From an optimization exercise on the open Yosys and OpenROAD flow, aimed at small area, a short achievable clock period and few clock cycles per item; shortcuts taken in it are not production practice.
Only simulation tests tie the RTL to the original design; equivalence was not proved.

==> inputs of run A <==
Design vector_accel_speed_limiter_top, start of the top module:
module vector_accel_speed_limiter_top
(
    input  logic               clk,
    input  logic               rst_n,
    input  logic               cfg_we,
    input  logic [1:0]         cfg_index,
    input  logic [15:0]        cfg_data,
    input  logic               in_valid,
    output logic               in_ready,
    input  logic [2:0]         op,
    input  logic signed [15:0] target_vx,
    input  logic signed [15:0] target_vy,
    output logic               out_valid,
    input  logic               out_ready,
    output logic signed [15:0] vel_x_out,
    output logic signed [15:0] vel_y_out,
    output logic signed [31:0] pos_x_out,
    output logic signed [31:0] pos_y_out,
    output logic signed [15:0] acc_x_out,
    output logic signed [15:0] acc_y_out
);
    localparam int SQK = 3;                     
    localparam int NRT = (17 + SQK - 1) / SQK;  
    localparam int SW  = 2 * SQK * NRT;         
    localparam int DVK = 3;                     
    localparam int NDV = (16 + DVK - 1) / DVK;  
    localparam int QW  = DVK * NDV;             
    localparam logic [3:0] RT_LAST = NRT - 1;
    localparam logic [3:0] RT_END  = NRT;
    localparam logic [3:0] DV_LAST = NDV - 1;
    localparam logic [3:0] DV_END  = NDV;
    localparam int F_IDLE  = 0;
    localparam int F_SQ1   = 1;
    localparam int F_SQ2   = 2;
    localparam int F_RT    = 3;
    localparam int F_DIV   = 4;
    localparam int F_VC    = 5;                
    localparam int F_SP1   = 6;
    localparam int F_SP2   = 7;
    localparam int F_SVUPD = 8;
    localparam int F_REACC = 9;
    localparam int NF      = 10;
    localparam logic [NF-1:0] O_IDLE  = 10'b1 << F_IDLE;
    localparam logic [NF-1:0] O_SQ1   = 10'b1 << F_SQ1;
  ...
make LEC_CHECK=0 CAP_MARGIN=20 CORE_MARGIN=2 CORE_UTILIZATION=40 SLEW_MARGIN=20 finish   # period 12.0 ns
run.sh (not shown) runs the stock make flow with config.mk's settings and CLKGATE_MAP_FILE= SYNTH_SCRIPT=/design/flow/synth_recipe.tcl, a recipe that flattens the netlist after the stock synthesis.
==> inputs of run D, as changes to run A <==
--- a/flow/design.v
+++ b/flow/design.v
@@ -870,14 +870,14 @@
     output logic signed [31:0] pos_x_out,
     output logic signed [31:0] pos_y_out,
     output logic signed [15:0] acc_x_out,
     output logic signed [15:0] acc_y_out
 );
-    localparam int SQK = 3;                     
-    localparam int NRT = (17 + SQK - 1) / SQK;  
+    localparam int SQK = 4;                     
+    localparam int NRT = (16 + SQK - 1) / SQK;  
     localparam int SW  = 2 * SQK * NRT;         
-    localparam int DVK = 3;                     
+    localparam int DVK = 4;                     
     localparam int NDV = (16 + DVK - 1) / DVK;  
     localparam int QW  = DVK * NDV;             
     localparam logic [3:0] RT_LAST = NRT - 1;
     localparam logic [3:0] RT_END  = NRT;
     localparam logic [3:0] DV_LAST = NDV - 1;
@@ -932,12 +932,21 @@
     logic [QW-1:0] xn_r, yn_r;            
     logic [23:0]   t_r;                   
     logic [15:0] mx, my, vsum_x, vsum_y;
     assign mx     = (sel_a || fst[F_SP1]) ? a_r : xn_r[15:0];
     assign my     = (sel_a || fst[F_SP1]) ? b_r : yn_r[15:0];
-    assign vsum_x = vx_r + (sx_r ? -mx : mx);
-    assign vsum_y = vy_r + (sy_r ? -my : my);
+    logic [15:0] vb_x, vb_y;
+    logic        vs_x, vs_y;
+    logic [16:0] vadd_x, vadd_y;
+    assign vb_x   = fst[F_SVUPD] ? 16'd0 : vx_r;
+    assign vb_y   = fst[F_SVUPD] ? 16'd0 : vy_r;
+    assign vs_x   = fst[F_SVUPD] ? vx_r[15] : sx_r;
+    assign vs_y   = fst[F_SVUPD] ? vy_r[15] : sy_r;
+    assign vadd_x = {vb_x, 1'b1} + {mx ^ {16{vs_x}}, vs_x};
+    assign vadd_y = {vb_y, 1'b1} + {my ^ {16{vs_y}}, vs_y};
+    assign vsum_x = vadd_x[16:1];
+    assign vsum_y = vadd_y[16:1];
     logic [15:0] vcur_x, vcur_y;
     assign vcur_x = fst[F_VC] ? vsum_x : vx_r;
     assign vcur_y = fst[F_VC] ? vsum_y : vy_r;
     logic [16:0] m_a, m_b;
     logic [33:0] m_add;
@@ -966,11 +975,11 @@
             | ({17{u_sq2}} & {1'b0, b_r})
             | ({17{u_sp1}} & sx_vx)
             | ({17{u_sp2}} & sx_vy)
             | ({17{(u_ldx || u_ldy) && !spd_mode}} & {1'b0, lim_r})
             | ({17{(u_ldx || u_ldy) && spd_mode}} & {2'b00, speed_r});
-        m_add = ({34{u_sq2 || u_sp2}} & s_r[33:0])
+        m_add = ({34{u_sq2 || u_sp2}} & {2'b00, s_r[31:0]})
               | {18'd0, u_lim, 7'd0, u_px || u_py, 7'd0}
               | ({34{spd_mode && ((u_ldx && vx_r[15]) || (u_ldy && vy_r[15]))}} & {19'd0, speed_r});
     end
     vasl_mac u_mac (
         .a (m_a),
@@ -1014,59 +1023,107 @@
     logic [16:0]   den;
     logic [16:0]   xr_n, yr_n;
     logic [QW-1:0] xn_n, yn_n;
     logic [16:0] den_r;
     assign den = den_r;
-    always_comb
-    begin
-        logic [17:0] sh;
-        xr_n = xr_r;
-        xn_n = xn_r;
-        yr_n = yr_r;
-        yn_n = yn_r;
-        for (int i = 0; i < DVK; i++)
-        begin
-            sh = {xr_n, xn_n[QW-1]};
-            if (sh >= {1'b0, den})
+    logic [DVK/2:0][16:0]   xr_m, yr_m;
+    logic [DVK/2:0][QW-1:0] xn_m, yn_m;
+    logic [19:0]   dd1, dd2;
+    assign dd1 = {3'b000, den};
+    assign dd2 = {2'b00, den, 1'b0};
+    assign xr_m[0] = xr_r;
+    assign xn_m[0] = xn_r;
+    assign yr_m[0] = yr_r;
+    assign yn_m[0] = yn_r;
+    for (genvar g = 0; g < DVK / 2; g++)
+    begin : g_r4
+        logic [19:0] xt, xs1, xs2, xs3, xcs, xcc;
+        logic [19:0] yt, ys1, ys2, ys3, ycs, ycc;
+        logic [20:0] xs3w, ys3w;
+        assign xt   = {1'b0, xr_m[g], xn_m[g][QW-1:QW-2]};
+        assign xs1  = xt - dd1;
+        assign xs2  = xt - dd2;
+        assign xcs  = xt ^ ~dd1 ^ ~dd2;
+        assign xcc  = {((xt & ~dd1) | (xt & ~dd2) | (~dd1 & ~dd2)), 1'b1};
+        assign xs3w = {xcs, 1'b1} + {xcc, 1'b1};
+        assign xs3  = xs3w[20:1];
+        always_comb
+        begin
+            if (!xs3[19])
+            begin
+                xr_m[g+1] = xs3[16:0];
+                xn_m[g+1] = {xn_m[g][QW-3:0], 2'b11};
+            end
+            else if (!xs2[19])
             begin
-                xr_n = sh - {1'b0, den};
-                xn_n = {xn_n[QW-2:0], 1'b1};
+                xr_m[g+1] = xs2[16:0];
+                xn_m[g+1] = {xn_m[g][QW-3:0], 2'b10};
+            end
+            else if (!xs1[19])
+            begin
+                xr_m[g+1] = xs1[16:0];
+                xn_m[g+1] = {xn_m[g][QW-3:0], 2'b01};
             end
             else
             begin
-                xr_n = sh[16:0];
-                xn_n = {xn_n[QW-2:0], 1'b0};
+                xr_m[g+1] = xt[16:0];
+                xn_m[g+1] = {xn_m[g][QW-3:0], 2'b00};
+            end
+        end
+        assign yt   = {1'b0, yr_m[g], yn_m[g][QW-1:QW-2]};
+        assign ys1  = yt - dd1;
+        assign ys2  = yt - dd2;
+        assign ycs  = yt ^ ~dd1 ^ ~dd2;
+        assign ycc  = {((yt & ~dd1) | (yt & ~dd2) | (~dd1 & ~dd2)), 1'b1};
+        assign ys3w = {ycs, 1'b1} + {ycc, 1'b1};
+        assign ys3  = ys3w[20:1];
+        always_comb
+        begin
+            if (!ys3[19])
+            begin
+                yr_m[g+1] = ys3[16:0];
+                yn_m[g+1] = {yn_m[g][QW-3:0], 2'b11};
+            end
+            else if (!ys2[19])
+            begin
+                yr_m[g+1] = ys2[16:0];
+                yn_m[g+1] = {yn_m[g][QW-3:0], 2'b10};
             end
-            sh = {yr_n, yn_n[QW-1]};
-            if (sh >= {1'b0, den})
+            else if (!ys1[19])
             begin
-                yr_n = sh - {1'b0, den};
-                yn_n = {yn_n[QW-2:0], 1'b1};
+                yr_m[g+1] = ys1[16:0];
+                yn_m[g+1] = {yn_m[g][QW-3:0], 2'b01};
             end
             else
             begin
-                yr_n = sh[16:0];
-                yn_n = {yn_n[QW-2:0], 1'b0};
+                yr_m[g+1] = yt[16:0];
+                yn_m[g+1] = {yn_m[g][QW-3:0], 2'b00};
             end
         end
     end
+    assign xr_n = xr_m[DVK/2];
+    assign xn_n = xn_m[DVK/2];
+    assign yr_n = yr_m[DVK/2];
+    assign yn_n = yn_m[DVK/2];
     logic [32:0] ld_num, acx_num, acy_num;
     assign ld_num  = macc[32:0];
     assign acx_num = {1'b0, mx, 16'd0};
     assign acy_num = {1'b0, my, 16'd0};
     logic [32:0] ld_hi, acx_hi, acy_hi;
     assign ld_hi  = ld_num >> QW;
     assign acx_hi = acx_num >> QW;
     assign acy_hi = acy_num >> QW;
     logic [16:0] bnd_x, bnd_y;
     logic        spd_free;
-    logic [15:0] abs_vx, abs_vy;
-    assign abs_vx   = vsum_x[15] ? -vsum_x : vsum_x;
-    assign abs_vy   = vsum_y[15] ? -vsum_y : vsum_y;
-    assign bnd_x    = {1'b0, abs_vx} + {2'b00, abs_vy[15:1]} + {16'd0, abs_vy[0]};
-    assign bnd_y    = {1'b0, abs_vy} + {2'b00, abs_vx[15:1]} + {16'd0, abs_vx[0]};
-    assign spd_free = (bnd_x <= {2'b00, speed_r}) && (bnd_y <= {2'b00, speed_r});
+    logic [15:0] u_vx, u_vy;
+    logic [17:0] spd_m2;
+    assign u_vx     = vsum_x ^ {16{vsum_x[15]}};
+    assign u_vy     = vsum_y ^ {16{vsum_y[15]}};
+    assign bnd_x    = {1'b0, u_vx} + {2'b00, u_vy[15:1]};
+    assign bnd_y    = {1'b0, u_vy} + {2'b00, u_vx[15:1]};
+    assign spd_m2   = {3'b000, speed_r} - 18'd2;
+    assign spd_free = !spd_m2[17] && ({1'b0, bnd_x} <= spd_m2) && ({1'b0, bnd_y} <= spd_m2);
     logic               vc_go, accept, load_d;
     logic               take;
     logic signed [16:0] gx, gy, vcx, vcy, dx, dy, ndx, ndy;
     logic [15:0]        mag_x, mag_y;
     assign vc_go     = fst[F_VC] && !res_pending;
@@ -1101,17 +1158,17 @@
     always_comb
     begin
         if (acc_zero)
             ax_n = 16'h0000;
         else if (acc_sx)
-            ax_n = (acc_sat_x || (qx > 16'd32768)) ? 16'h8000 : (-qx);
+            ax_n = (acc_sat_x || (qx[15] && (qx[14:0] != 15'd0))) ? 16'h8000 : (-qx);
         else
             ax_n = (acc_sat_x || qx[15]) ? 16'h7FFF : qx;
         if (acc_zero)
             ay_n = 16'h0000;
         else if (acc_sy)
-            ay_n = (acc_sat_y || (qy > 16'd32768)) ? 16'h8000 : (-qy);
+            ay_n = (acc_sat_y || (qy[15] && (qy[14:0] != 15'd0))) ? 16'h8000 : (-qy);
         else
             ay_n = (acc_sat_y || qy[15]) ? 16'h7FFF : qy;
     end
     logic signed [31:0] pos_in, pos_n;
     logic signed [33:0] pos_pp, pos_st, pos_sum;
@@ -1119,13 +1176,13 @@
     always_comb
     begin
         pos_st  = {{10{t_r[23]}}, t_r};
         pos_pp  = {{2{pos_in[31]}}, pos_in};
         pos_sum = pos_pp + pos_st;
-        if (pos_sum > 34'sd2147483647)
+        if (!pos_sum[33] && (pos_sum[32] || pos_sum[31]))
             pos_n = 32'h7FFFFFFF;
-        else if (pos_sum < -34'sd2147483648)
+        else if (pos_sum[33] && !(pos_sum[32] && pos_sum[31]))
             pos_n = 32'h80000000;
         else
             pos_n = pos_sum[31:0];
     end
     always_comb
@@ -1328,12 +1385,12 @@
                 else
                     cnt <= cnt + 4'd1;
             end
             if (fst[F_SVUPD])
             begin
-                vx_r      <= vx_r[15] ? -qx : qx;
-                vy_r      <= vy_r[15] ? -qy : qy;
+                vx_r      <= vsum_x;
+                vy_r      <= vsum_y;
                 spd_mode  <= 1'b0;
                 pos_start <= 1'b1;
             end
             if (fst[F_REACC])
                 pend <= 1'b0;
@@ -1372,17 +1429,17 @@
         begin
             a_r <= vsum_x;
             b_r <= vsum_y;
         end
         if (fst[F_SQ1] || fst[F_SQ2] || fst[F_SP1] || fst[F_SP2])
-            s_r <= {{(SW - 34){1'b0}}, macc};
+            s_r <= macc[31:0];
         else if (rt_step)
             s_r <= rt_x_n;
         if (fst[F_SQ2] || fst[F_SP2])
         begin
             rt_rem  <= '0;
-            rt_root <= '0;
+            rt_root <= {16'd0, macc[32]};
         end
         else if (rt_step)
         begin
             rt_rem  <= rt_rem_n;
             rt_root <= rt_root_n;
==> impl_metrics.py <==
metrics = {
    "setup_path": {
        "cp.arrival_ns": 11.52,
    },
    "final_layout": {
        "fillers": 13889,
    },
    "synth": {
        "synthCells": 6659,
    },
    "outcome": {
        "status": "finished clean",
    },
}
The numbers above come from run D.

==> impl_metrics.py <==
metrics = {
    "synth": {
        "synthCells": 6091,
    },
    "outcome": {
        "status": "finished clean",
    },
    "floorplanning": {
        "coreArea_um2": 126000,
    },
    "setup_path": {
        "cp.arrival_ns": 11.31,
    },
}
The numbers above come from run A.

Testbench counts of run A, summed over its fixed seeds: cycles 71,566, items 4,800.
Testbench counts of run D, summed over its fixed seeds: cycles 53,142, items 4,800.

==> re-timing with driven ports <==
How much do the figures lean on ideal ports? The routed layouts below were timed once more, with nothing changed but the port constraints. Step 1 assumes that a clkbuf_16 drives the clock port and a buf_2 every other input. Step 2 moves the port delays by t, midway between the first and last clock arrival at a register: inputs arrive t later, outputs are due t later. That takes back most of the time a late clock gives input paths. a / b / c = no drivers / after step 1 / after step 2; a / b = the first two.
| run | t, ns | setup slack, ns | hold WS [ns] | worst register clock-pin slew, ns | pins driven straight from the clock port |
|---|---|---|---|---|---|
| run A | 0.756 | 1.224 / 1.224 / 1.224 | 0.494 / 0.494 / 0.494 | 0.08 / 0.08 | 1 |
| run D | 0.746 | 1.011 / 1.011 / 1.011 | 0.491 / 0.491 / 0.491 | 0.07 / 0.07 | 1 |
After both steps setup and hold are still met in every run listed.
